This design comes from an exercise in tuning for small area, a short achievable clock period and few clock cycles per item on the open sky130 flow, not from production work. The RTL was checked by simulation tests, not by an equivalence proof against the original design. No activity file was given, so power comes from the tool's default toggle rates.

[design/flow/constraint.sdc]
create_clock -name core_clock -period 7.0 [get_ports {clk_i}]
set_input_delay 1.4000 -clock core_clock [delete_from_list [all_inputs] [get_ports {clk_i}]]
set_output_delay 1.4000 -clock core_clock [all_outputs]
set_load 0.01 [all_outputs]
[design/flow/config.mk]
export PLATFORM = sky130hd
export DESIGN_NAME = binary_neighborhood_count_3x3
export DESIGN_NICKNAME = binary_neighborhood_count_3x3
export VERILOG_FILES = /design/flow/design.v
export SDC_FILE = /design/flow/constraint.sdc
export NUM_CORES = 4
export LEC_CHECK = 0
export CAP_MARGIN = 20
export CORE_MARGIN = 2
export CORE_UTILIZATION = 60
export CTS_CLUSTER_DIAMETER = 100
export CTS_CLUSTER_SIZE = 30
export PLACE_DENSITY = 0.7
export SETUP_SLACK_MARGIN = 4.5
export SLEW_MARGIN = 20
export TNS_END_PERCENT = 10
[design/flow/run.sh]
#!/bin/bash
# synth_recipe.tcl (not shown) runs the flow's synth.tcl, then flattens the netlist and writes it again
# the make line also repeats each setting of config.mk as NAME=value (left out here)
make -C /OpenROAD-flow-scripts/flow DESIGN_CONFIG=/design/flow/config.mk WORK_HOME=/design/flow/orfs CLKGATE_MAP_FILE= SYNTH_SCRIPT=/design/flow/synth_recipe.tcl finish
[design/flow/design.v]
`timescale 1ns / 1ps
module bnc_ram (
  input  logic        clk_i,
  input  logic [15:0] sel_hi_i,
  input  logic [7:0]  sel_lo_i,
  input  logic        we_i,
  input  logic        wpix_i,
  output logic        up_o,
  output logic        mid_o
);
  localparam int NG = 128;
  localparam int G  = 8;
  logic [NG-1:0] head_up, head_mid;
  logic [15:0]   t_up, t_mid;
  for (genvar g = 0; g < NG; g++) begin : g_ring
    logic [G-1:0] up_q, mid_q;
    logic         wr;
    assign wr = sel_hi_i[g/8] && sel_lo_i[g%8] && we_i;
    always_ff @(posedge clk_i) begin
      up_q  <= {wr ? mid_q[0] : up_q[0], up_q[G-1:1]};
      mid_q <= {wr ? wpix_i : mid_q[0], mid_q[G-1:1]};
    end
    assign head_up[g]  = up_q[0];
    assign head_mid[g] = mid_q[0];
  end
  for (genvar h = 0; h < 16; h++) begin : g_rd
    assign t_up[h]  = |(head_up[h*8 +: 8] & sel_lo_i);
    assign t_mid[h] = |(head_mid[h*8 +: 8] & sel_lo_i);
  end
  assign up_o  = |(t_up & sel_hi_i);
  assign mid_o = |(t_mid & sel_hi_i);
endmodule
`timescale 1ns / 1ps
module binary_neighborhood_count_3x3 (
  input  logic        clk_i,
  input  logic        rst_ni,
  input  logic        in_valid_i,
  output logic        in_stall_o,
  input  logic        pixel_i,
  output logic        out_valid_o,
  input  logic        out_stall_i,
  output logic [3:0]  count_o,
  output logic [9:0]  row_o,
  output logic [9:0]  column_o,
  output logic        run_end_o,
  output logic        image_end_o,
  input  logic        cfg_valid_i,
  output logic        cfg_ready_o,
  input  logic [1:0]  cfg_index_i,
  input  logic [10:0] cfg_data_i
);
  localparam int RES_UP_PREV   = 0;   
  localparam int RES_UP_CUR    = 1;   
  localparam int RES_LAST_PREV = 2;   
  localparam int RES_LAST_CUR  = 3;   
  function automatic logic [9:0] inc10(input logic [9:0] x);
    for (int i = 0; i < 10; i++) begin
      inc10[i] = x[i] ^ (&(x | ~((10'd1 << i) - 10'd1)));
    end
  endfunction
  function automatic logic [9:0] dec10(input logic [9:0] x);
    for (int i = 0; i < 10; i++) begin
      dec10[i] = x[i] ^ ~(|(x & ((10'd1 << i) - 10'd1)));
    end
  endfunction
  function automatic logic gt10(input logic [9:0] a, input logic [9:0] b);
    logic e;
    gt10 = 1'b0;
    e    = 1'b1;
    for (int i = 9; i >= 0; i--) begin
      gt10 = gt10 | (e & a[i] & ~b[i]);
      e    = e & ~(a[i] ^ b[i]);
    end
  endfunction
  function automatic logic [1:0] s3(input logic [2:0] v);
    s3 = {1'b0, v[2]} + {1'b0, v[1]} + {1'b0, v[0]};
  endfunction
  function automatic logic [1:0] s2(input logic [2:0] v);
    s2 = {1'b0, v[2]} + {1'b0, v[1]};
  endfunction
  function automatic logic [7:0] onehot8(input logic [2:0] v);
    onehot8 = 8'd0;
    onehot8[v] = 1'b1;
  endfunction
  function automatic logic [15:0] onehot16(input logic [3:0] v);
    onehot16 = 16'd0;
    onehot16[v] = 1'b1;
  endfunction
  logic [9:0] w_last_q, h_last_q, cfg_last;
  assign cfg_ready_o = 1'b1;
  always_comb begin
    if (cfg_data_i[10]) begin
      cfg_last = 10'd1023;
    end else if (cfg_data_i[9:0] == 10'd0) begin
      cfg_last = 10'd0;
    end else begin
      cfg_last = dec10(cfg_data_i[9:0]);
    end
  end
  always_ff @(posedge clk_i or negedge rst_ni) begin
    if (!rst_ni) begin
      w_last_q <= 10'd1023;
      h_last_q <= 10'd1023;
    end else if (cfg_valid_i) begin
      if (cfg_index_i == 2'd0) begin
        w_last_q <= cfg_last;
      end
      if (cfg_index_i == 2'd1) begin
        h_last_q <= cfg_last;
      end
    end
  end
  logic [9:0] col_q, row_q, c_q, r_q;
  logic       re_q, lr_q;
  logic [15:0] ghi_q;
  logic [7:0]  glo_q;
  logic       dirty1_q, dirty2_q;
  logic       cgt_q, cge_q, rgt_q, rge_q;
  logic       in_stall_q, accept;
  logic       c0, r_ge1, r_ge2;            
  logic       c0_n, r_ge1_n, r_ge2_n;
  logic [9:0] c_adv, r_adv, c_n, r_n;
  logic       re_adv, lr_adv, re_n, lr_n;
  logic [9:0] c_idl, r_idl;
  logic       re_idl, lr_idl;
  assign accept = in_valid_i && !in_stall_q;
  always_comb begin
    c_adv  = re_q ? 10'd0 : inc10(c_q);
    r_adv  = re_q ? (lr_q ? 10'd0 : inc10(r_q)) : r_q;
    re_adv = (c_adv == w_last_q);
    lr_adv = re_q ? (r_adv == h_last_q) : lr_q;
    if (dirty2_q) begin
      c_idl  = cgt_q ? w_last_q : col_q;
      r_idl  = rgt_q ? h_last_q : row_q;
      re_idl = cge_q;
      lr_idl = rge_q;
    end else begin
      c_idl  = c_q;
      r_idl  = r_q;
      re_idl = re_q;
      lr_idl = lr_q;
    end
    if (accept) begin
      c0_n    = re_q;
      r_ge1_n = re_q ? !lr_q : r_ge1;
      r_ge2_n = re_q ? (!lr_q && r_ge1) : r_ge2;
    end else if (dirty2_q) begin
      c0_n    = (c_idl == 10'd0);
      r_ge1_n = (r_idl != 10'd0);
      r_ge2_n = (r_idl[9:1] != 9'd0);
    end else begin
      c0_n    = c0;
      r_ge1_n = r_ge1;
      r_ge2_n = r_ge2;
    end
    c_n  = accept ? c_adv  : c_idl;
    r_n  = accept ? r_adv  : r_idl;
    re_n = accept ? re_adv : re_idl;
    lr_n = accept ? lr_adv : lr_idl;
  end
  always_ff @(posedge clk_i or negedge rst_ni) begin
    if (!rst_ni) begin
      col_q    <= '0;
      row_q    <= '0;
      c_q      <= '0;
      r_q      <= '0;
      re_q     <= 1'b0;
      lr_q     <= 1'b0;
      ghi_q    <= 16'd1;
      c0       <= 1'b1;
      r_ge1    <= 1'b0;
      r_ge2    <= 1'b0;
      glo_q    <= 8'd1;
      dirty1_q <= 1'b0;
      dirty2_q <= 1'b0;
    end else begin
      if (accept) begin
        col_q <= c_adv;
        row_q <= r_adv;
      end
      c_q      <= c_n;
      r_q      <= r_n;
      re_q     <= re_n;
      lr_q     <= lr_n;
      ghi_q    <= onehot16(c_n[9:6]);
      c0       <= c0_n;
      r_ge1    <= r_ge1_n;
      r_ge2    <= r_ge2_n;
      glo_q    <= onehot8(c_n[5:3]);
      dirty1_q <= cfg_valid_i;
      dirty2_q <= dirty1_q;
    end
  end
  always_ff @(posedge clk_i) begin
    cgt_q <= gt10(col_q, w_last_q);
    cge_q <= !gt10(w_last_q, col_q);
    rgt_q <= gt10(row_q, h_last_q);
    rge_q <= !gt10(h_last_q, row_q);
  end
  logic [2:0] phase_q;
  logic       ok_a, ok_i;
  logic       rd_up, rd_mid;
  always_ff @(posedge clk_i or negedge rst_ni) begin
    if (!rst_ni) begin
      phase_q <= 3'd0;
    end else begin
      phase_q <= phase_q + 3'd1;
    end
  end
  assign ok_a = !re_q || (c_q[2:0] == 3'd7);
  assign ok_i = (phase_q + 3'd1 == c_q[2:0]);    
  bnc_ram u_line_ram (
    .clk_i    (clk_i),
    .sel_hi_i (ghi_q),
    .sel_lo_i (glo_q),
    .we_i     (accept),
    .wpix_i   (pixel_i),
    .up_o     (rd_up),
    .mid_o    (rd_mid)
  );
  logic [5:0] live_q;
  logic [2:0] col_new;
  logic [2:0] old1, old0;
  logic [3:0] pend_new;
  logic       load;
  always_comb begin
    col_new = {pixel_i, rd_mid && r_ge1, rd_up && r_ge2};
    old1    = c0 ? 3'b0 : live_q[5:3];
    old0    = c0 ? 3'b0 : live_q[2:0];
    pend_new                = '0;
    pend_new[RES_UP_PREV]   = r_ge1 && !c0;
    pend_new[RES_UP_CUR]    = r_ge1 && re_q;
    pend_new[RES_LAST_PREV] = lr_q && !c0;
    pend_new[RES_LAST_CUR]  = lr_q && re_q;
  end
  assign load = accept && (pend_new != 4'd0);
  always_ff @(posedge clk_i) begin
    if (accept) begin
      live_q <= {col_new, old1};
    end
  end
  logic [3:0] pend_q, pick, pend_after, pend_pop;
  logic [2:0] bnd_q, bnq_q, bn, bold1_q, ba3_q, ba2_q;
  logic [1:0] bb3_q, bb2_q;
  logic [9:0] br_q, bc_q;
  logic       bimg_q, bsel_q, blr_q, brge1_q;
  logic       emit, sv_q, bfree_now;
  logic [2:0] base;
  logic [1:0] addend;
  logic [3:0] res_count;
  logic [9:0] res_row, res_col;
  logic       res_run_end, res_img_end;
  logic [2:0] new_a3, new_a2;
  logic [1:0] new_b3, new_b2;
  localparam int QD = 4;
  logic [1:0] rp_q, wp_q;
  logic [2:0] qn_q;
  logic       seq_q;
  logic [2:0] en_q [QD];
  logic       ere_q[QD];
  logic       qne, pop, push_b, pushq;
  assign emit      = (pend_q != 4'd0) && !sv_q;
  assign bfree_now = (pend_q == 4'd0) || (((pend_q & (pend_q - 4'd1)) == 4'd0) && emit);
  assign bn        = bsel_q ? bnq_q : bnd_q;
  always_comb begin
    new_b3 = s3(old1);
    new_a3 = {1'b0, s3(old1)} + {1'b0, s3(old0)};
    new_b2 = s2(old1);
    new_a2 = {1'b0, s2(old1)} + {1'b0, s2(old0)};
    pend_pop                = '0;
    pend_pop[RES_UP_PREV]   = brge1_q;
    pend_pop[RES_UP_CUR]    = brge1_q && ere_q[rp_q];
    pend_pop[RES_LAST_PREV] = blr_q;
    pend_pop[RES_LAST_CUR]  = blr_q && ere_q[rp_q];
  end
  always_comb begin
    pick = '0;
    if (pend_q[RES_UP_PREV]) begin
      pick[RES_UP_PREV] = 1'b1;
    end else if (pend_q[RES_UP_CUR]) begin
      pick[RES_UP_CUR] = 1'b1;
    end else if (pend_q[RES_LAST_PREV]) begin
      pick[RES_LAST_PREV] = 1'b1;
    end else begin
      pick[RES_LAST_CUR] = 1'b1;
    end
    pend_after = pend_q & ~pick;
    base = ({3{pick[RES_UP_PREV]}}   & ba3_q)
         | ({3{pick[RES_UP_CUR]}}    & {1'b0, bb3_q})
         | ({3{pick[RES_LAST_PREV]}} & ba2_q)
         | ({3{pick[RES_LAST_CUR]}}  & {1'b0, bb2_q});
    addend      = (pick[RES_UP_PREV] || pick[RES_UP_CUR]) ? s3(bn) : s2(bn);
    res_count   = {1'b0, base} + {2'b00, addend};
    res_row     = (pick[RES_UP_PREV] || pick[RES_UP_CUR]) ? dec10(br_q) : br_q;
    res_col     = (pick[RES_UP_PREV] || pick[RES_LAST_PREV]) ? dec10(bc_q) : bc_q;
    res_run_end = (pend_after == 4'd0);
    res_img_end = res_run_end && bimg_q;
  end
  always_comb begin
    qne    = (qn_q != 3'd0);
    pop    = bfree_now && qne;
    push_b = bfree_now && !qne && load;
    pushq  = load && !push_b;
  end
  always_ff @(posedge clk_i or negedge rst_ni) begin
    if (!rst_ni) begin
      pend_q <= '0;
      qn_q   <= '0;
      rp_q   <= '0;
      wp_q   <= '0;
      seq_q  <= 1'b0;
      bsel_q <= 1'b0;
    end else begin
      if (pop) begin
        pend_q <= pend_pop;
        bsel_q <= 1'b1;
      end else if (push_b) begin
        pend_q <= pend_new;
        bsel_q <= 1'b0;
      end else if (emit) begin
        pend_q <= pend_after;
      end
      if (pop) begin
        rp_q <= rp_q + 2'd1;
      end
      if (pushq) begin
        wp_q <= wp_q + 2'd1;
      end
      if (pop && !pushq) begin
        qn_q <= qn_q - 3'd1;
      end else if (pushq && !pop) begin
        qn_q <= qn_q + 3'd1;
      end
      if (cfg_valid_i) begin
        seq_q <= 1'b0;
      end else if (accept) begin
        seq_q <= load && !re_q;
      end
    end
  end
  always_ff @(posedge clk_i) begin
    if (pop) begin
      bnq_q   <= en_q[rp_q];
      bold1_q <= bn;
      bb3_q   <= s3(bn);
      ba3_q   <= {1'b0, s3(bn)} + {1'b0, s3(bold1_q)};
      bb2_q   <= s2(bn);
      ba2_q   <= {1'b0, s2(bn)} + {1'b0, s2(bold1_q)};
      bc_q    <= inc10(bc_q);
      bimg_q  <= blr_q && ere_q[rp_q];
    end else if (push_b) begin
      bold1_q <= old1;
      bb3_q   <= new_b3;
      ba3_q   <= new_a3;
      bb2_q   <= new_b2;
      ba2_q   <= new_a2;
      br_q    <= r_q;
      bc_q    <= c_q;
      bimg_q  <= lr_q && re_q;
      blr_q   <= lr_q;
      brge1_q <= r_ge1;
    end
    if (push_b) begin
      bnd_q <= col_new;
    end
    for (int i = 0; i < QD; i++) begin
      if (pushq && (wp_q == i)) begin
        en_q[i]  <= col_new;
        ere_q[i] <= re_q;
      end
    end
  end
  logic        ov_q, head_load;
  logic [3:0]  oc_q, sc_q;
  logic [9:0]  orow_q, ocol_q, srow_q, scol_q;
  logic        orun_q, oimg_q, srun_q, simg_q;
  assign head_load = !ov_q || !out_stall_i;
  always_ff @(posedge clk_i or negedge rst_ni) begin
    if (!rst_ni) begin
      ov_q <= 1'b0;
      sv_q <= 1'b0;
    end else begin
      if (head_load) begin
        ov_q <= sv_q || emit;
      end
      sv_q <= !head_load && (sv_q || emit);
    end
  end
  always_ff @(posedge clk_i) begin
    if (head_load) begin
      if (sv_q) begin
        oc_q   <= sc_q;
        orow_q <= srow_q;
        ocol_q <= scol_q;
        orun_q <= srun_q;
        oimg_q <= simg_q;
      end else begin
        oc_q   <= res_count;
        orow_q <= res_row;
        ocol_q <= res_col;
        orun_q <= res_run_end;
        oimg_q <= res_img_end;
      end
    end
    if (!sv_q && !head_load) begin
      sc_q   <= res_count;
      srow_q <= res_row;
      scol_q <= res_col;
      srun_q <= res_run_end;
      simg_q <= res_img_end;
    end
  end
  function automatic logic space(input logic [3:0] p, input logic s,
                                 input logic [2:0] n, input logic sq);
    logic bf;
    bf    = (p == 4'd0) || (((p & (p - 4'd1)) == 4'd0) && !s);
    space = bf ? ((n == 3'd0) || sq) : ((n != 3'd4) && sq);
  endfunction
  function automatic logic hasres(input logic [9:0] r, input logic lr,
                                  input logic [9:0] c, input logic re);
    hasres = ((r != 10'd0) || lr) && ((c != 10'd0) || re);
  endfunction
  logic [3:0] pend_a, pend_i;
  logic [2:0] qv_a, qv_i;
  logic       seq_a, hr_a, hr_i;
  logic       st_a1, st_a0, st_i1, st_i0, stall_n;
  always_comb begin
    if (bfree_now && qne) begin
      pend_i = pend_pop;
      qv_i   = qn_q - 3'd1;
      pend_a = pend_pop;
      qv_a   = (pend_new != 4'd0) ? qn_q : qn_q - 3'd1;
    end else if (bfree_now) begin
      pend_i = emit ? pend_after : pend_q;
      qv_i   = 3'd0;
      pend_a = (pend_new != 4'd0) ? pend_new : pend_i;
      qv_a   = 3'd0;
    end else begin
      pend_i = emit ? pend_after : pend_q;
      qv_i   = qn_q;
      pend_a = pend_i;
      qv_a   = (pend_new != 4'd0) ? qn_q + 3'd1 : qn_q;
    end
    seq_a  = (pend_new != 4'd0) && !re_q;
    hr_a   = (re_q ? (!lr_q || h_last_q == 10'd0) : (r_ge1 || lr_q))
          && (!re_q || w_last_q == 10'd0);
    hr_i   = hasres(r_q, lr_q, c_q, re_q);    
    st_a1  = !ok_a || (hr_a && !space(pend_a, 1'b0, qv_a, seq_a));
    st_a0  = !ok_a || (hr_a && !space(pend_a, sv_q || emit, qv_a, seq_a));
    st_i1  = !ok_i || (hr_i && !space(pend_i, 1'b0, qv_i, seq_q));
    st_i0  = !ok_i || (hr_i && !space(pend_i, sv_q || emit, qv_i, seq_q));
    if (accept) begin
      stall_n = head_load ? st_a1 : st_a0;
    end else begin
      stall_n = head_load ? st_i1 : st_i0;
    end
  end
  always_ff @(posedge clk_i or negedge rst_ni) begin
    if (!rst_ni) begin
      in_stall_q <= 1'b0;
    end else begin
      in_stall_q <= cfg_valid_i || dirty1_q || dirty2_q || stall_n;
    end
  end
  assign in_stall_o  = in_stall_q;
  assign out_valid_o = ov_q;
  assign count_o     = oc_q;
  assign row_o       = orow_q;
  assign column_o    = ocol_q;
  assign run_end_o   = orun_q;
  assign image_end_o = oimg_q;
endmodule
==> results of run 1 <==
-- Yosys cell counts (all sizes together) (21+ instances only) --
| master | count | area (sq um) |
|---|---|---|
| ha | 57 | 713.2 |
| xor2 | 21 | 183.9 |
| nor2 | 82 | 307.8 |
| o21ai | 75 | 382.9 |
| nand4 | 48 | 300.3 |
| and2 | 21 | 131.4 |
| buf | 28 | 145.1 |
| xnor2 | 36 | 315.3 |
| mux2 | 288 | 3243 |
| dfxtp | 2052 | 41080 |
| dfrtp | 87 | 2177 |
| nand2 | 279 | 1047 |
| inv | 72 | 270.3 |
| mux2i | 30 | 300.3 |
| nor2b | 22 | 137.6 |
| clkbuf | 109 | 409.1 |
| a22oi | 148 | 1111 |
| edfxtp | 116 | 3483 |
| dfstp | 23 | 604.3 |
| a21oi | 79 | 395.4 |
-- flip-flops by register name (all words and copies together), names as in the netlist, 4 cells and up --
signal	cells
c_q	10
u_line_ram.g_ring.mid_q	1024
w_last_q	10
ere_q	4
r_q	10
en_q	12
ghi_q	16
glo_q	8
row_q	10
ocol_q	10
bc_q	10
scol_q	10
pend_q	4
oc_q	4
col_q	10
srow_q	10
live_q	6
sc_q	4
orow_q	10
h_last_q	10
br_q	10
u_line_ram.g_ring.up_q	1024
-- metal layers --
layer  vias to the layer above  wire, microns  GRT usage, %
li1                      13090              -             -
met1                     13100          48130         27.99
met2                       407          44510         31.17
met5                         -              0             0
met4                         0           2740         6.420
met3                       152           3033         2.197
-- power by group through the flow --
stage               combinational [W]  clock, W  sequential [W]
floorplan                     0.00204         0          0.0141
global placement              0.00268         0          0.0144
detailed placement            0.00272         0          0.0144
CTS                           0.00277   0.00609          0.0141
global route                  0.00346   0.00653          0.0142
finish                        0.00316   0.00594          0.0141
-- worst max-delay path by stage --
stage,startpoint,to,cells after the start
final,bsel_q,oc_q[2],9
after global routing,bsel_q,oc_q[2],9
after CTS,bsel_q,oc_q[2],9
after detailed placement,in_valid_i,u_line_ram.g_ring[8].up_q[7],6
after global placement,in_valid_i,u_line_ram.g_ring[62].up_q[7],6
after floorplan,in_valid_i,glo_q[2],8
-- kinds of logic after synthesis --
kind of cell               after synthesis  synth area share [%]
and+or+nand+nor                        558                 4.496
adders and majority gates               81                 1.791
other                                    1              0.006422
xor gates and xnor gates                57                0.8550
AOI/OAI and AO/OA                      374                 4.292
muxes                                  318                 6.068
buffers and inverters                  209                 1.412
DFF                                   2278                 81.08
-- area by class of cell --
type                       count  share of cell area, %
timing repair inverter         1                0.01374
tap                         1276                  2.504
inverter                      72                 0.4553
sequential                  2278                  74.30
multi-input combinational   1391                  16.97
timing repair buffer         135                  2.033
clock buffer                 105                  3.587
clock inverter                 6                 0.1295
-- stage by stage --
| stage | hold WS [ns] | std cells |
|---|---|---|
| 6_report | 0.3066 | 5264 |
| 5_1_grt | 0.3160 | 5264 |
| 4_1_cts | 0.3071 | 5206 |
| 3_5_place_dp | 0.3121 | 5078 |
| 3_3_place_gp | 0.3095 | 5078 |
| 2_1_floorplan | 0.3096 | 3876 |
-- timing repair --
item	in CTS	in global routing
cloned	2	3
setup buffers	15	55
endpoints found under the setup margin	504	316
pin swaps	4	35
hold buffers	0	0
gates resized for setup	99	121
-- layout by cell type (no fill, tap or decap), drive strengths merged, types with 6 or more instances in the layout --
master,netlist,routed
a21oi,79,79
a22oi,148,148
and2,21,21
and3,14,14
buf,28,94
clkbuf,109,107
clkdlybuf4s15,0,15
clkdlybuf4s50,0,9
dfrtp,87,87
dfstp,23,23
dfxtp,2052,2052
dlygate4sd2,0,10
edfxtp,116,116
fa,9,9
ha,57,57
inv,72,74
maj3,15,15
mux2,288,288
mux2i,30,30
nand2,279,280
nand2b,19,20
nand3,12,12
nand3b,6,6
nand4,48,48
nor2,82,82
nor2b,22,22
nor3,12,12
nor4,14,14
o211ai,13,13
o21a,8,8
o21ai,75,75
o31ai,6,6
xnor2,36,36
xor2,21,21
==> impl_metrics.sql, run 1 <==
INSERT INTO impl_metrics (metric_group, metric, value, unit) VALUES
('power', 'power_switching_share', '25.55', '%'),
('critical_path', 'critical_path.top_delay_family', 'adder cells', ''),
('hold_path', 'holdPathStages', '0', ''),
('timing', 'timing.max_slew.rel_slack', '37.88', '%'),
('power', 'leakagePower', '25.38', 'nW'),
('placed_design', 'postPlaceCellArea', '60120', 'sq um'),
('finish', 'layout-drive-gt1-share', '15.85', '%'),
('finish', 'finish.utilization', '66.03', '%'),
('route', 'route.detailed.drc', '0', ''),
('clock_network', 'ctsRootBufferMaster', 'clkbuf_16', ''),
('critical_path', 'worst_path_largest_cell_delay', '0.57', 'ns'),
('clock_network', 'clk_transition_reported_paths', '0.12', 'ns'),
('power', 'combinational_cell_fraction_of_total_power', '13.6', '%'),
('finish', 'n_antenna_cell', '0', ''),
('critical_path', 'reg2regPathDepth', '9', ''),
('route', 'routed_wl', '98420', 'microns'),
('floorplan', 'rows', '114', ''),
('critical_path', 'endpoint_kind', 'register', ''),
('finish', 'register_area', '47370', 'sq um'),
('floorplan', 'chipWidth', '316.0', 'microns'),
('timing', 'achievable-frequency', '0.3586', 'GHz'),
('global_route', 'maximum_number_of_pins_on_one_net_before_global_route_repair', '72', ''),
('yosys', 'postSynth.asyncResetShare', '4.829', '%'),
('hold_path', 'min_delay_worst_endpoint', 'u_line_ram.g_ring[34].up_q[0]', ''),
('timing', 'report.final.slew_viol_count', '0', ''),
('timing', 'hold_violations', '0', ''),
('power', 'internal_power', '0.01731', 'W'),
('yosys', 'gate_count_post_synth', '3876', ''),
('hold_path', 'min_path_type', 'register to register', ''),
('critical_path', 'cp_data_arrival_time', '3.22', 'ns'),
('critical_path', 'critical_path.max_fanout', '4', ''),
('yosys', 'area_of_the_mapped_netlist', '58390', 'sq um'),
('timing', 'worst-slew-pin-transition', '0.9318', 'ns'),
('hold_path', 'worst_hold_startpoint', 'u_line_ram.g_ring[34].up_q[1]', ''),
('power', 'irDropWorstVdd', '0.2019', 'mV'),
('run', 'cap_violations', '0', ''),
('clock_network', 'clk_latency', '0.69', 'ns'),
('critical_path', 'critPathLaunchType', 'register', ''),
('route', 'drtIter0Drc', '1756', ''),
('power', 'p_per_area', '364.6', 'nW/um^2'),
('timing', 'grt_setup_unrepaired', 'yes', ''),
('yosys', 'netlist-cell-type-count', '77', ''),
('yosys', 'synth-seq-area-share', '81.08', '%'),
('global_route', 'grt_first_pass_wirelength', '148600', 'microns'),
('timing', 'report.final.setup_viol', '0', ''),
('critical_path', 'cp_cell_sequence', 'mux2_4 -> fa_1 -> nand2_1 -> nand2_2 -> ha_2 -> inv_1 -> fa_2 -> xor2_1 -> mux2_2', ''),
('floorplan', 'dieArea', '99830', 'sq um'),
('global_route', 'globalRouteOverflowTotal', '0', ''),
('finish', 'layout.nets', '4050', ''),
('yosys', 'post_syn_nets', '3961', ''),
('global_route', 'grt_pass1_vias', '25850', ''),
('floorplan', 'die_height', '316.0', 'microns'),
('power', 'share_clk_of_total_power', '25.6', '%'),
('clock_network', 'cts.sinks', '2278', ''),
('placed_design', 'place.gp.congestion', '0.8187', ''),
('timing', 'skew', '0.03567', 'ns'),
('yosys', 'count_of_state_elements_after_synthesis', '2278', ''),
('critical_path', 'ff2ff_setup_slack', '4.21', 'ns'),
('outcome', 'run_status', 'no timing/DRC/antenna violations', ''),
('placed_design', 'placement.io_buffers', '46', ''),
('placed_design', 'post-place-ws', '2.248', 'ns'),
('floorplan', 'number_of_ports_placed_on_the_die_boundary', '48', ''),
('power', 'power_switching', '0.005940', 'W'),
('timing', 'final.setup.worst_slack', '4.211', 'ns'),
('floorplan', 'placeableCoreArea', '96570', 'sq um'),
('yosys', 'ys.warnings.count', '4', ''),
('critical_path', 'cp.buffers_inverters', '1', ''),
('power', 'post_layout_power', '0.02325', 'W'),
('timing', 'totalNegativeSetupSlack', '0', 'ns'),
('finish', 'fillerInstances', '6754', ''),
('clock_network', 'cts.path.max_buffers', '3', '');
Testbench counts, summed over its fixed seeds: cycles 274,351, items 253,450.
==> run 2: changes to the inputs <==
--- a/design/flow/design.v
+++ b/design/flow/design.v
@@ -1,17 +1,17 @@
 `timescale 1ns / 1ps
 module bnc_ram (
   input  logic        clk_i,
-  input  logic [15:0] sel_hi_i,
+  input  logic [7:0]  sel_hi_i,
   input  logic [7:0]  sel_lo_i,
   input  logic        we_i,
   input  logic        wpix_i,
   output logic        up_o,
   output logic        mid_o
 );
-  localparam int NG = 128;
-  localparam int G  = 8;
+  localparam int NG = 64;
+  localparam int G  = 16;
   logic [NG-1:0] head_up, head_mid;
-  logic [15:0]   t_up, t_mid;
+  logic [7:0]    t_up, t_mid;
   for (genvar g = 0; g < NG; g++) begin : g_ring
     logic [G-1:0] up_q, mid_q;
     logic         wr;
@@ -23,7 +23,7 @@
     assign head_up[g]  = up_q[0];
     assign head_mid[g] = mid_q[0];
   end
-  for (genvar h = 0; h < 16; h++) begin : g_rd
+  for (genvar h = 0; h < 8; h++) begin : g_rd
     assign t_up[h]  = |(head_up[h*8 +: 8] & sel_lo_i);
     assign t_mid[h] = |(head_mid[h*8 +: 8] & sel_lo_i);
   end
@@ -82,10 +82,6 @@
     onehot8 = 8'd0;
     onehot8[v] = 1'b1;
   endfunction
-  function automatic logic [15:0] onehot16(input logic [3:0] v);
-    onehot16 = 16'd0;
-    onehot16[v] = 1'b1;
-  endfunction
   logic [9:0] w_last_q, h_last_q, cfg_last;
   assign cfg_ready_o = 1'b1;
   always_comb begin
@@ -112,8 +108,7 @@
   end
   logic [9:0] col_q, row_q, c_q, r_q;
   logic       re_q, lr_q;
-  logic [15:0] ghi_q;
-  logic [7:0]  glo_q;
+  logic [7:0]  ghi_q, glo_q;
   logic       dirty1_q, dirty2_q;
   logic       cgt_q, cge_q, rgt_q, rge_q;
   logic       in_stall_q, accept;
@@ -166,7 +161,7 @@
       r_q      <= '0;
       re_q     <= 1'b0;
       lr_q     <= 1'b0;
-      ghi_q    <= 16'd1;
+      ghi_q    <= 8'd1;
       c0       <= 1'b1;
       r_ge1    <= 1'b0;
       r_ge2    <= 1'b0;
@@ -182,11 +177,11 @@
       r_q      <= r_n;
       re_q     <= re_n;
       lr_q     <= lr_n;
-      ghi_q    <= onehot16(c_n[9:6]);
+      ghi_q    <= onehot8(c_n[9:7]);
       c0       <= c0_n;
       r_ge1    <= r_ge1_n;
       r_ge2    <= r_ge2_n;
-      glo_q    <= onehot8(c_n[5:3]);
+      glo_q    <= onehot8(c_n[6:4]);
       dirty1_q <= cfg_valid_i;
       dirty2_q <= dirty1_q;
     end
@@ -197,18 +192,18 @@
     rgt_q <= gt10(row_q, h_last_q);
     rge_q <= !gt10(h_last_q, row_q);
   end
-  logic [2:0] phase_q;
+  logic [3:0] phase_q;
   logic       ok_a, ok_i;
   logic       rd_up, rd_mid;
   always_ff @(posedge clk_i or negedge rst_ni) begin
     if (!rst_ni) begin
-      phase_q <= 3'd0;
+      phase_q <= 4'd0;
     end else begin
-      phase_q <= phase_q + 3'd1;
+      phase_q <= phase_q + 4'd1;
     end
   end
-  assign ok_a = !re_q || (c_q[2:0] == 3'd7);
-  assign ok_i = (phase_q + 3'd1 == c_q[2:0]);    
+  assign ok_a = !re_q || (c_q[3:0] == 4'd15);
+  assign ok_i = (phase_q + 4'd1 == c_q[3:0]);    
   bnc_ram u_line_ram (
     .clk_i    (clk_i),
     .sel_hi_i (ghi_q),
@@ -252,9 +247,9 @@
   logic       res_run_end, res_img_end;
   logic [2:0] new_a3, new_a2;
   logic [1:0] new_b3, new_b2;
-  localparam int QD = 4;
-  logic [1:0] rp_q, wp_q;
-  logic [2:0] qn_q;
+  localparam int QD = 8;
+  logic [2:0] rp_q, wp_q;
+  logic [3:0] qn_q;
   logic       seq_q;
   logic [2:0] en_q [QD];
   logic       ere_q[QD];
@@ -297,7 +292,7 @@
     res_img_end = res_run_end && bimg_q;
   end
   always_comb begin
-    qne    = (qn_q != 3'd0);
+    qne    = (qn_q != 4'd0);
     pop    = bfree_now && qne;
     push_b = bfree_now && !qne && load;
     pushq  = load && !push_b;
@@ -321,15 +316,15 @@
         pend_q <= pend_after;
       end
       if (pop) begin
-        rp_q <= rp_q + 2'd1;
+        rp_q <= rp_q + 3'd1;
       end
       if (pushq) begin
-        wp_q <= wp_q + 2'd1;
+        wp_q <= wp_q + 3'd1;
       end
       if (pop && !pushq) begin
-        qn_q <= qn_q - 3'd1;
+        qn_q <= qn_q - 4'd1;
       end else if (pushq && !pop) begin
-        qn_q <= qn_q + 3'd1;
+        qn_q <= qn_q + 4'd1;
       end
       if (cfg_valid_i) begin
         seq_q <= 1'b0;
@@ -411,35 +406,35 @@
     end
   end
   function automatic logic space(input logic [3:0] p, input logic s,
-                                 input logic [2:0] n, input logic sq);
+                                 input logic [3:0] n, input logic sq);
     logic bf;
     bf    = (p == 4'd0) || (((p & (p - 4'd1)) == 4'd0) && !s);
-    space = bf ? ((n == 3'd0) || sq) : ((n != 3'd4) && sq);
+    space = bf ? ((n == 4'd0) || sq) : ((n != 4'd8) && sq);
   endfunction
   function automatic logic hasres(input logic [9:0] r, input logic lr,
                                   input logic [9:0] c, input logic re);
     hasres = ((r != 10'd0) || lr) && ((c != 10'd0) || re);
   endfunction
   logic [3:0] pend_a, pend_i;
-  logic [2:0] qv_a, qv_i;
+  logic [3:0] qv_a, qv_i;
   logic       seq_a, hr_a, hr_i;
   logic       st_a1, st_a0, st_i1, st_i0, stall_n;
   always_comb begin
     if (bfree_now && qne) begin
       pend_i = pend_pop;
-      qv_i   = qn_q - 3'd1;
+      qv_i   = qn_q - 4'd1;
       pend_a = pend_pop;
-      qv_a   = (pend_new != 4'd0) ? qn_q : qn_q - 3'd1;
+      qv_a   = (pend_new != 4'd0) ? qn_q : qn_q - 4'd1;
     end else if (bfree_now) begin
       pend_i = emit ? pend_after : pend_q;
-      qv_i   = 3'd0;
+      qv_i   = 4'd0;
       pend_a = (pend_new != 4'd0) ? pend_new : pend_i;
-      qv_a   = 3'd0;
+      qv_a   = 4'd0;
     end else begin
       pend_i = emit ? pend_after : pend_q;
       qv_i   = qn_q;
       pend_a = pend_i;
-      qv_a   = (pend_new != 4'd0) ? qn_q + 3'd1 : qn_q;
+      qv_a   = (pend_new != 4'd0) ? qn_q + 4'd1 : qn_q;
     end
     seq_a  = (pend_new != 4'd0) && !re_q;
     hr_a   = (re_q ? (!lr_q || h_last_q == 10'd0) : (r_ge1 || lr_q))
==> run 2 against run 1 <==
Compared with the run above:
- cell count fell by 6.0%
- worst setup slack improved by 0.057 ns
- highest routed layer is now met5
- die area fell by 3.4%
- register-to-register slack improved by 0.06 ns
- synthesized cell count fell by 7.5%
==> impl_metrics.sql, run 2 <==
INSERT INTO impl_metrics (metric_group, metric, value, unit) VALUES
('outcome', 'run_status', 'no timing/DRC/antenna violations', ''),
('finish', 'layout-drive-gt1-share', '12.50', '%'),
('yosys', 'synth_top_area_share', '72.84', '%'),
('yosys', 'gate_count_post_synth', '3585', ''),
('clock_network', 'cts.sinks', '2290', ''),
('timing', 'period_minus_slack', '2.732', 'ns'),
('floorplan', 'dieArea', '96470', 'sq um'),
('clock_network', 'ctsRootBufferMaster', 'clkbuf_16', ''),
('power', 'p_per_area', '364.8', 'nW/um^2'),
('timing', 'timing.max_slew.rel_slack', '34.88', '%'),
('global_route', 'use_met3', '2.853', '%'),
('yosys', 'top_cells_by_area_synth', 'dfxtp_1, edfxtp_1, dfrtp_1', ''),
('critical_path', 'critical_path.most_common_cell', 'a22oi_1', ''),
('critical_path', 'r2r_end', 'live_q[4]', ''),
('route', 'wl_per_cell', '16.40', 'microns'),
('finish', 'mostFrequentLayoutCells', 'dfxtp_1, nand2_1, mux2_2', ''),
('yosys', 'leading_post_synthesis_cells_by_instance_count', 'dfxtp_1, nand2_1, mux2_2', ''),
('critical_path', 'critPathSlowestCell', 'dfrtp_2', ''),
('critical_path', 'worst_path_largest_cell_delay', '0.74', 'ns'),
('route', 'route.detailed.drc', '0', ''),
('placed_design', 'placement.io_buffers', '46', ''),
('critical_path', 'required', '7.30', 'ns'),
('floorplan', 'number_of_ports_placed_on_the_die_boundary', '48', ''),
('timing', 'final.period_utilization', '39.02', '%'),
('floorplan', 'chipWidth', '310.6', 'microns'),
('clock_network', 'numCtsBuffers', '86', ''),
('floorplan', 'placeableCoreArea', '93190', 'sq um'),
('clock_network', 'post_cts_hold_buffer_count', '0', ''),
('critical_path', 'cp_cell_sequence', 'a22oi_1 -> nand4_1 -> a22oi_1 -> a41oi_2', ''),
('global_route', 'busiest_layer', 'met1', ''),
('power', 'internal_power', '0.01705', 'W'),
('clock_network', 'clk_latency', '0.67', 'ns'),
('yosys', 'yosys.cell_count.top_type', 'dfxtp_1', ''),
('clock_network', 'h-tree-depth', '3', ''),
('timing', 'grt_setup_unrepaired', 'yes', ''),
('timing', 'fin_hold_ws', '0.3184', 'ns'),
('critical_path', 'worst_r2r_startpoint', 'glo_q[3]', ''),
('route', 'routed-via-count', '23960', ''),
('critical_path', 'critPathCapture', 'live_q[4]', ''),
('floorplan', 'rows', '112', ''),
('yosys', 'count_of_state_elements_after_synthesis', '2290', ''),
('placed_design', 'post-place-ws', '2.637', 'ns'),
('finish', 'synthToLayoutAreaGrowth', '8.636', '%'),
('power', 'share_clk_of_total_power', '26.3', '%'),
('global_route', 'globalRouteOverflowTotal', '0', ''),
('route', 'routed_wl', '81180', 'microns'),
('route', 'number_of_detailed_route_iterations_in_the_first_pass', '5', ''),
('critical_path', 'critical_path.max_fanout', '24', ''),
('power', 'power_switching', '0.005306', 'W'),
('global_route', 'maximum_number_of_pins_on_one_net_before_global_route_repair', '75', ''),
('timing', 'final.setup.worst_slack', '4.268', 'ns'),
('timing', 'worst-slew-pin-transition', '0.9768', 'ns'),
('critical_path', 'ff2ff_setup_slack', '4.27', 'ns'),
('global_route', 'groute.layer.met2.usage', '24.53', '%'),
('critical_path', 'critPathLaunchType', 'register', ''),
('critical_path', 'worst-path-stages', '4', ''),
('hold_path', 'min_path_type', 'register to register', ''),
('critical_path', 'timing.setup.critical_path_class', 'register to register', ''),
('global_route', 'grt.met1_usage', '25.39', '%'),
('finish', 'layout.nets', '3767', ''),
('critical_path', 'cp.buffers_inverters', '0', ''),
('run', 'cap_violations', '0', ''),
('timing', 'achievable-frequency', '0.3661', 'GHz'),
('yosys', 'synth-seq-area-share', '84.62', '%'),
('placed_design', 'dp_hpwl', '48430', 'microns'),
('floorplan', 'die_height', '310.6', 'microns'),
('global_route', 'grt_pass1_vias', '23130', ''),
('global_route', 'grtUsageTotal', '16.76', '%'),
('critical_path', 'cp_data_arrival_time', '3.04', 'ns'),
('finish', 'finish.utilization', '65.75', '%'),
('yosys', 'area_of_the_mapped_netlist', '56400', 'sq um'),
('global_route', 'grt_first_pass_wirelength', '127200', 'microns'),
('finish', 'final_common_cell', 'dfxtp_1', ''),
('power', 'power_switching_share', '23.74', '%'),
('power', 'irDropWorstVdd', '0.2306', 'mV'),
('route', 'drtIter0Drc', '1606', ''),
('power', 'leakagePower', '24.36', 'nW'),
('clock_network', 'cts.path.max_buffers', '3', ''),
('timing', 'report.final.setup_viol', '0', ''),
('yosys', 'synth_edf_count', '132', ''),
('placed_design', 'place.gp.congestion', '0.8392', ''),
('critical_path', 'endpoint_kind', 'register', ''),
('clock_network', 'clk_transition_reported_paths', '0.11', 'ns'),
('yosys', 'synth_top_cell_by_area', 'dfxtp_1', ''),
('floorplan', 'start_util', '60.52', '%'),
('yosys', 'syn-mean-instance-area', '15.73', 'sq um'),
('global_route', 'grt_antenna_before_repair', '1', ''),
('yosys', 'post_syn_nets', '3675', ''),
('timing', 'hold_violations', '0', ''),
('timing', 'skew', '0.02450', 'ns'),
('route', 'route.antenna.remaining_nets', '0', ''),
('finish', 'largest_registers', 'u_line_ram.g_ring.mid_q x1024, u_line_ram.g_ring.up_q x1024, en_q x24', ''),
('route', 'routed_via_density', '4.841', ''),
('power', 'combinational_cell_fraction_of_total_power', '11.1', '%'),
('clock_network', 'cts_tree', 'built', ''),
('yosys', 'postSynth.asyncResetShare', '4.629', '%'),
('timing', 'totalNegativeSetupSlack', '0', 'ns'),
('power', 'power.share.sequential', '62.6', '%'),
('critical_path', 'critical_path.top_delay_family', 'compound AO/OA/AOI/OAI gates', ''),
('yosys', 'ys.warnings.count', '4', ''),
('timing', 'report.final.slew_viol_count', '0', ''),
('yosys', 'synth_top_flop_cell', 'dfxtp_1', ''),
('yosys', 'netlist-cell-type-count', '77', ''),
('critical_path', 'critical_path.startpoint', 'glo_q[3]', ''),
('critical_path', 'reg2regPathDepth', '4', '');
-- run 2: cell types whose count changed after synthesis, moves of 12 or more --
cell | previous run | this run
nand2_1 | 279 | 210
a22oi_1 | 148 | 85
nand4_1 | 48 | 26
a21oi_1 | 79 | 67
edfxtp_1 | 116 | 132
o21ai_0 | 71 | 85
mux2_2 | 288 | 163
clkbuf_1 | 109 | 75
-- run 2: layer usage --
layer / vias to the layer above / share of wire, %
met5: - / 0.015
met4: 2 / 3.0
met3: 149 / 3.6
met2: 340 / 42
met1: 11520 / 51
li1: 11960 / -
-- run 2: power by group through the flow --
stage | combinational (W) | sequential [W] | clock (W)
2_1_floorplan | 0.00163 | 0.0141 | 0
3_3_place_gp | 0.00206 | 0.0143 | 0
3_5_place_dp | 0.00211 | 0.0143 | 0
4_1_cts | 0.00245 | 0.0140 | 0.00604
5_1_grt | 0.00275 | 0.0141 | 0.00649
6_report | 0.00248 | 0.0140 | 0.00587
-- run 2: kinds of logic (layout without fill, tap and decap cells) --
group / after synthesis / in the layout / share of synthesized area [%]
AND/OR/NAND/NOR: 467 / 470 / 3.869
other: 1 / 2 / 0.006649
buffers and inverters: 168 / 275 / 1.178
adder cells (fa/ha/maj): 84 / 84 / 1.937
AO/OA/AOI/OAI: 324 / 324 / 3.707
flip-flops: 2290 / 2290 / 84.62
XOR/XNOR: 59 / 59 / 0.9162
multiplexers: 192 / 192 / 3.769
-- run 2: through the flow --
stage               cells  instance area [sq um]  power, W
floorplan            3585                  56510   0.01575
global placement     4799                  58210   0.01637
detailed placement   4799                  58210   0.01642
CTS                  4945                  61150   0.02249
global route         4949                  61270   0.02330
finish               4950                  61270   0.02235
-- run 2: worst min path at each step --
stage / start / end / slack (ns) / cells after the start
after floorplan: u_line_ram.g_ring[0].mid_q[1] / u_line_ram.g_ring[0].mid_q[0] / 0.31 / 0
after global placement: u_line_ram.g_ring[25].up_q[5] / u_line_ram.g_ring[25].up_q[4] / 0.31 / 0
after detailed placement: u_line_ram.g_ring[34].mid_q[12] / u_line_ram.g_ring[34].mid_q[11] / 0.31 / 0
after CTS: u_line_ram.g_ring[54].up_q[12] / u_line_ram.g_ring[54].up_q[11] / 0.32 / 0
after global routing: u_line_ram.g_ring[50].up_q[1] / u_line_ram.g_ring[50].up_q[0] / 0.33 / 0
final: u_line_ram.g_ring[30].up_q[1] / u_line_ram.g_ring[30].up_q[0] / 0.32 / 0
-- run 2: cell type report --
type | count | area, sq um
inverters | 73 | 316.6
diodes | 1 | 2.502
repair buffers | 96 | 790.8
well taps | 1254 | 1569
fillers | 6501 | 31920
clock inverters | 4 | 68.82
flip-flops and latches | 2290 | 47740
clock buffers | 102 | 2265
multi-input cells | 1130 | 8517
-- run 2: timing repair --
| item | CTS | global route |
|---|---|---|
| endpoints found under the setup margin | 393 | 92 |
| cloned | 5 | 0 |
| pin swaps | 19 | 14 |
| resized for setup | 196 | 23 |
| buffers inserted | 35 | 4 |
Testbench counts of run 2, summed over its fixed seeds: cycles 278,260, items 253,450.
==> run 3: changes to the inputs <==
--- a/design/flow/design.v
+++ b/design/flow/design.v
@@ -239,7 +239,7 @@
   logic [1:0] bb3_q, bb2_q;
   logic [9:0] br_q, bc_q;
   logic       bimg_q, bsel_q, blr_q, brge1_q;
-  logic       emit, sv_q, bfree_now;
+  logic       emit, bfree_now, head_load, ov_q;
   logic [2:0] base;
   logic [1:0] addend;
   logic [3:0] res_count;
@@ -254,7 +254,8 @@
   logic [2:0] en_q [QD];
   logic       ere_q[QD];
   logic       qne, pop, push_b, pushq;
-  assign emit      = (pend_q != 4'd0) && !sv_q;
+  assign head_load = !ov_q || !out_stall_i;
+  assign emit      = (pend_q != 4'd0) && head_load;
   assign bfree_now = (pend_q == 4'd0) || (((pend_q & (pend_q - 4'd1)) == 4'd0) && emit);
   assign bn        = bsel_q ? bnq_q : bnd_q;
   always_comb begin
@@ -365,44 +366,23 @@
       end
     end
   end
-  logic        ov_q, head_load;
-  logic [3:0]  oc_q, sc_q;
-  logic [9:0]  orow_q, ocol_q, srow_q, scol_q;
-  logic        orun_q, oimg_q, srun_q, simg_q;
-  assign head_load = !ov_q || !out_stall_i;
+  logic [3:0]  oc_q;
+  logic [9:0]  orow_q, ocol_q;
+  logic        orun_q, oimg_q;
   always_ff @(posedge clk_i or negedge rst_ni) begin
     if (!rst_ni) begin
       ov_q <= 1'b0;
-      sv_q <= 1'b0;
-    end else begin
-      if (head_load) begin
-        ov_q <= sv_q || emit;
-      end
-      sv_q <= !head_load && (sv_q || emit);
+    end else if (head_load) begin
+      ov_q <= emit;
     end
   end
   always_ff @(posedge clk_i) begin
-    if (head_load) begin
-      if (sv_q) begin
-        oc_q   <= sc_q;
-        orow_q <= srow_q;
-        ocol_q <= scol_q;
-        orun_q <= srun_q;
-        oimg_q <= simg_q;
-      end else begin
-        oc_q   <= res_count;
-        orow_q <= res_row;
-        ocol_q <= res_col;
-        orun_q <= res_run_end;
-        oimg_q <= res_img_end;
-      end
-    end
-    if (!sv_q && !head_load) begin
-      sc_q   <= res_count;
-      srow_q <= res_row;
-      scol_q <= res_col;
-      srun_q <= res_run_end;
-      simg_q <= res_img_end;
+    if (emit) begin
+      oc_q   <= res_count;
+      orow_q <= res_row;
+      ocol_q <= res_col;
+      orun_q <= res_run_end;
+      oimg_q <= res_img_end;
     end
   end
   function automatic logic space(input logic [3:0] p, input logic s,
@@ -415,40 +395,40 @@
                                   input logic [9:0] c, input logic re);
     hasres = ((r != 10'd0) || lr) && ((c != 10'd0) || re);
   endfunction
-  logic [3:0] pend_a, pend_i;
-  logic [3:0] qv_a, qv_i;
-  logic       seq_a, hr_a, hr_i;
-  logic       st_a1, st_a0, st_i1, st_i0, stall_n;
+  logic [1:0] st_a, st_i;               
+  logic       hr_a, hr_i, seq_a, stall_n;
   always_comb begin
-    if (bfree_now && qne) begin
-      pend_i = pend_pop;
-      qv_i   = qn_q - 4'd1;
-      pend_a = pend_pop;
-      qv_a   = (pend_new != 4'd0) ? qn_q : qn_q - 4'd1;
-    end else if (bfree_now) begin
-      pend_i = emit ? pend_after : pend_q;
-      qv_i   = 4'd0;
-      pend_a = (pend_new != 4'd0) ? pend_new : pend_i;
-      qv_a   = 4'd0;
-    end else begin
-      pend_i = emit ? pend_after : pend_q;
-      qv_i   = qn_q;
-      pend_a = pend_i;
-      qv_a   = (pend_new != 4'd0) ? qn_q + 4'd1 : qn_q;
-    end
-    seq_a  = (pend_new != 4'd0) && !re_q;
-    hr_a   = (re_q ? (!lr_q || h_last_q == 10'd0) : (r_ge1 || lr_q))
-          && (!re_q || w_last_q == 10'd0);
-    hr_i   = hasres(r_q, lr_q, c_q, re_q);    
-    st_a1  = !ok_a || (hr_a && !space(pend_a, 1'b0, qv_a, seq_a));
-    st_a0  = !ok_a || (hr_a && !space(pend_a, sv_q || emit, qv_a, seq_a));
-    st_i1  = !ok_i || (hr_i && !space(pend_i, 1'b0, qv_i, seq_q));
-    st_i0  = !ok_i || (hr_i && !space(pend_i, sv_q || emit, qv_i, seq_q));
-    if (accept) begin
-      stall_n = head_load ? st_a1 : st_a0;
-    end else begin
-      stall_n = head_load ? st_i1 : st_i0;
+    hr_a  = (re_q ? (!lr_q || h_last_q == 10'd0) : (r_ge1 || lr_q))
+         && (!re_q || w_last_q == 10'd0);
+    hr_i  = hasres(r_q, lr_q, c_q, re_q);    
+    seq_a = (pend_new != 4'd0) && !re_q;
+    for (int hl = 0; hl < 2; hl++) begin
+      logic       em, bf, ovn;
+      logic [3:0] p_i, p_a;
+      logic [3:0] n_i, n_a;
+      em  = (pend_q != 4'd0) && ((hl == 1) || !ov_q);
+      bf  = (pend_q == 4'd0) || (((pend_q & (pend_q - 4'd1)) == 4'd0) && em);
+      ovn = ((hl == 1) || !ov_q) ? em : 1'b1;
+      if (bf && qne) begin
+        p_i = pend_pop;
+        n_i = qn_q - 4'd1;
+        p_a = pend_pop;
+        n_a = (pend_new != 4'd0) ? qn_q : qn_q - 4'd1;
+      end else if (bf) begin
+        p_i = em ? pend_after : pend_q;
+        n_i = 4'd0;
+        p_a = (pend_new != 4'd0) ? pend_new : p_i;
+        n_a = 4'd0;
+      end else begin
+        p_i = em ? pend_after : pend_q;
+        n_i = qn_q;
+        p_a = p_i;
+        n_a = (pend_new != 4'd0) ? qn_q + 4'd1 : qn_q;
+      end
+      st_a[hl] = !ok_a || (hr_a && !space(p_a, ovn, n_a, seq_a));
+      st_i[hl] = !ok_i || (hr_i && !space(p_i, ovn, n_i, seq_q));
     end
+    stall_n = accept ? st_a[!out_stall_i] : st_i[!out_stall_i];
   end
   always_ff @(posedge clk_i or negedge rst_ni) begin
     if (!rst_ni) begin
--- a/design/flow/config.mk
+++ b/design/flow/config.mk
@@ -11,6 +11,6 @@
 export CTS_CLUSTER_DIAMETER = 100
 export CTS_CLUSTER_SIZE = 30
 export PLACE_DENSITY = 0.7
-export SETUP_SLACK_MARGIN = 4.5
+export SETUP_SLACK_MARGIN = 4.8
 export SLEW_MARGIN = 20
 export TNS_END_PERCENT = 10
==> run 3 against run 2 <==
Compared with the run above:
- global-route usage rose by 0.70 points
- count of clock-buffer cells in the layout is 4 lower
- via count rose by 2.0%
- critical endpoint is now out_valid_o
- maximum frequency grew 0.44%
- still clean
- sequential share of layout area fell by 1.7 points
- cell count up 0.42%
==> impl_metrics.sql, run 3 <==
INSERT INTO impl_metrics (metric_group, metric, value, unit) VALUES
('outcome', 'run_status', 'no timing/DRC/antenna violations', ''),
('placed_design', 'postPlaceCellArea', '57490', 'sq um'),
('critical_path', 'cp_cell_sequence', 'buf_6', ''),
('yosys', 'synth-seq-area-share', '84.17', '%'),
('power', 'power.share.sequential', '61.6', '%'),
('yosys', 'area_of_the_mapped_netlist', '55740', 'sq um'),
('yosys', 'yosys.cell_count.top_type', 'dfxtp_1', ''),
('route', 'routed_via_density', '4.917', ''),
('yosys', 'post_syn_nets', '3659', ''),
('timing', 'timing.max_slew.rel_slack', '35.62', '%'),
('timing', 'grt_setup_unrepaired', 'yes', ''),
('yosys', 'fraction_of_the_mapped_netlist_area_in_compound_gates', '3.917', '%'),
('finish', 'synthToLayoutAreaGrowth', '10.54', '%'),
('power', 'power_switching_share', '24.40', '%'),
('power', 'power_switching', '0.005464', 'W'),
('placed_design', 'post-place-ws', '2.922', 'ns'),
('run', 'cap_violations', '0', ''),
('global_route', 'globalRouteOverflowTotal', '0', ''),
('placed_design', 'dpl.cell_count', '4774', ''),
('timing', 'skew', '0.02518', 'ns'),
('finish', 'design_area', '61610', 'sq um'),
('global_route', 'grt_antenna_before_repair', '4', ''),
('timing', 'period_minus_slack', '2.720', 'ns');
run 3: cell types whose count changed in the layout (fill, tap and decap cells not counted), sizes merged, moves of 11 or more:
| cell | delta |
|---|---|
| buf | +26 |
| clkdlybuf4s15 | +15 |
| a21oi | +25 |
| nand2 | -19 |
| nor2 | +11 |
| edfxtp | -26 |
run 3: worst register-to-register path, delay by kind of cell (launching register included):
kind	cells	cell delay, ns
muxes	2	0.69
DFF	1	0.45
adders and majority gates	3	1.23
run 3: routing by layer:
metal | global-route usage [%] | wire length (microns) | vias up
met4 | 5.740 | 2636 | 2
met5 | 0 | 8 | -
met3 | 2.569 | 3734 | 154
met1 | 26.15 | 43790 | 11790
met2 | 26.28 | 37910 | 493
li1 | - | - | 12000
run 3: power by group through the flow:
stage                     Combinational, W  Clock (W)  Sequential, W
after global routing               0.00298    0.00648         0.0138
after global placement             0.00213          0         0.0141
after floorplan                    0.00167          0         0.0139
after detailed placement           0.00216          0         0.0141
final                              0.00271    0.00588         0.0138
after CTS                          0.00243    0.00603         0.0138
run 3: path summary, 6_finish.rpt:
kind,startpoint,to,slack (ns),cells after the start
worst max-delay path,ov_q,out_valid_o,4.28,1
worst min-delay path,u_line_ram.g_ring[8].mid_q[12],u_line_ram.g_ring[8].mid_q[11],0.31,0
worst max register to register,bsel_q,ba3_q[1],4.39,5
worst min register to register,u_line_ram.g_ring[8].mid_q[12],u_line_ram.g_ring[8].mid_q[11],0.31,0
max in group asynchronous,rst_ni,glo_q[2],4.92,2
min in group asynchronous,rst_ni,r_q[5],0.69,1
run 3: stage by stage:
step | total power [W] | utilization [%]
6_report | 0.02239 | 67.12
5_1_grt | 0.02330 | 67.11
4_1_cts | 0.02226 | 66.04
3_5_place_dp | 0.01629 | 62.63
3_3_place_gp | 0.01625 | 62.62
2_1_floorplan | 0.01557 | -
run 3: timing repair:
action | in CTS | in global routing
setup endpoints to repair | 398 | 344
setup buffers | 42 | 39
gates cloned | 7 | 3
pin swaps | 15 | 56
resized for setup | 170 | 134
run 3: cell type report:
| cell class | instances | area [sq um] |
|---|---|---|
| Sequential cell | 2263 | 46970 |
| Fill cell | 6214 | 30190 |
| Multi-Input combinational cell | 1152 | 8984 |
| Clock buffer | 98 | 2261 |
| Tap cell | 1243 | 1555 |
| Timing Repair Buffer | 140 | 1456 |
| Inverter | 66 | 282.8 |
| Clock inverter | 5 | 91.34 |
| Timing Repair inverter | 1 | 8.758 |
| Antenna cell | 3 | 7.507 |
run 3: kinds of logic (layout without fill, tap and decap cells):
kind of cell    count (synthesis)  after routing
compound gates                336            339
buf+inv                       159            310
fa+ha+maj                      87             87
mux                           182            182
flops                        2263           2263
other cells                     1              4
xor+xnor                       61             61
simple gates                  479            482
Testbench counts of run 3, summed over its fixed seeds: cycles 279,125, items 253,450.

==> port drivers added, routing unchanged <==
How much do the figures lean on ideal ports? The routed layouts below were timed once more, with nothing changed but the port constraints.
Step 1, drivers: a clkbuf_16 drives clk_i and a buf_2 each remaining input, both assumed.
Step 2, shift: input delay + t, output delay - t, t = (earliest + latest rising clock arrival at the registers) / 2. This alone moves slack from input paths to output paths.
Three values: ideal, step 1, step 2; two values: the first two.
| run | t, ns | slack for setup (ns) | worst setup path at the end | worst register clock-pin slew, ns | cell pins on the clock port's net |
|---|---|---|---|---|---|
| run 1 | 0.744 | 4.211 / 4.192 / 3.801 | input to register | 0.12 / 0.12 | 1 |
| run 2 | 0.726 | 4.268 / 4.268 / 3.771 | input to register | 0.12 / 0.12 | 1 |
| run 3 | 0.735 | 4.280 / 4.214 / 3.765 | input to register | 0.12 / 0.12 | 1 |
After both steps setup and hold are still met in every run listed. For run 3, which loses most, drivers alone change the setup slack by -0.066 ns; drivers and shift together by -0.515 ns.
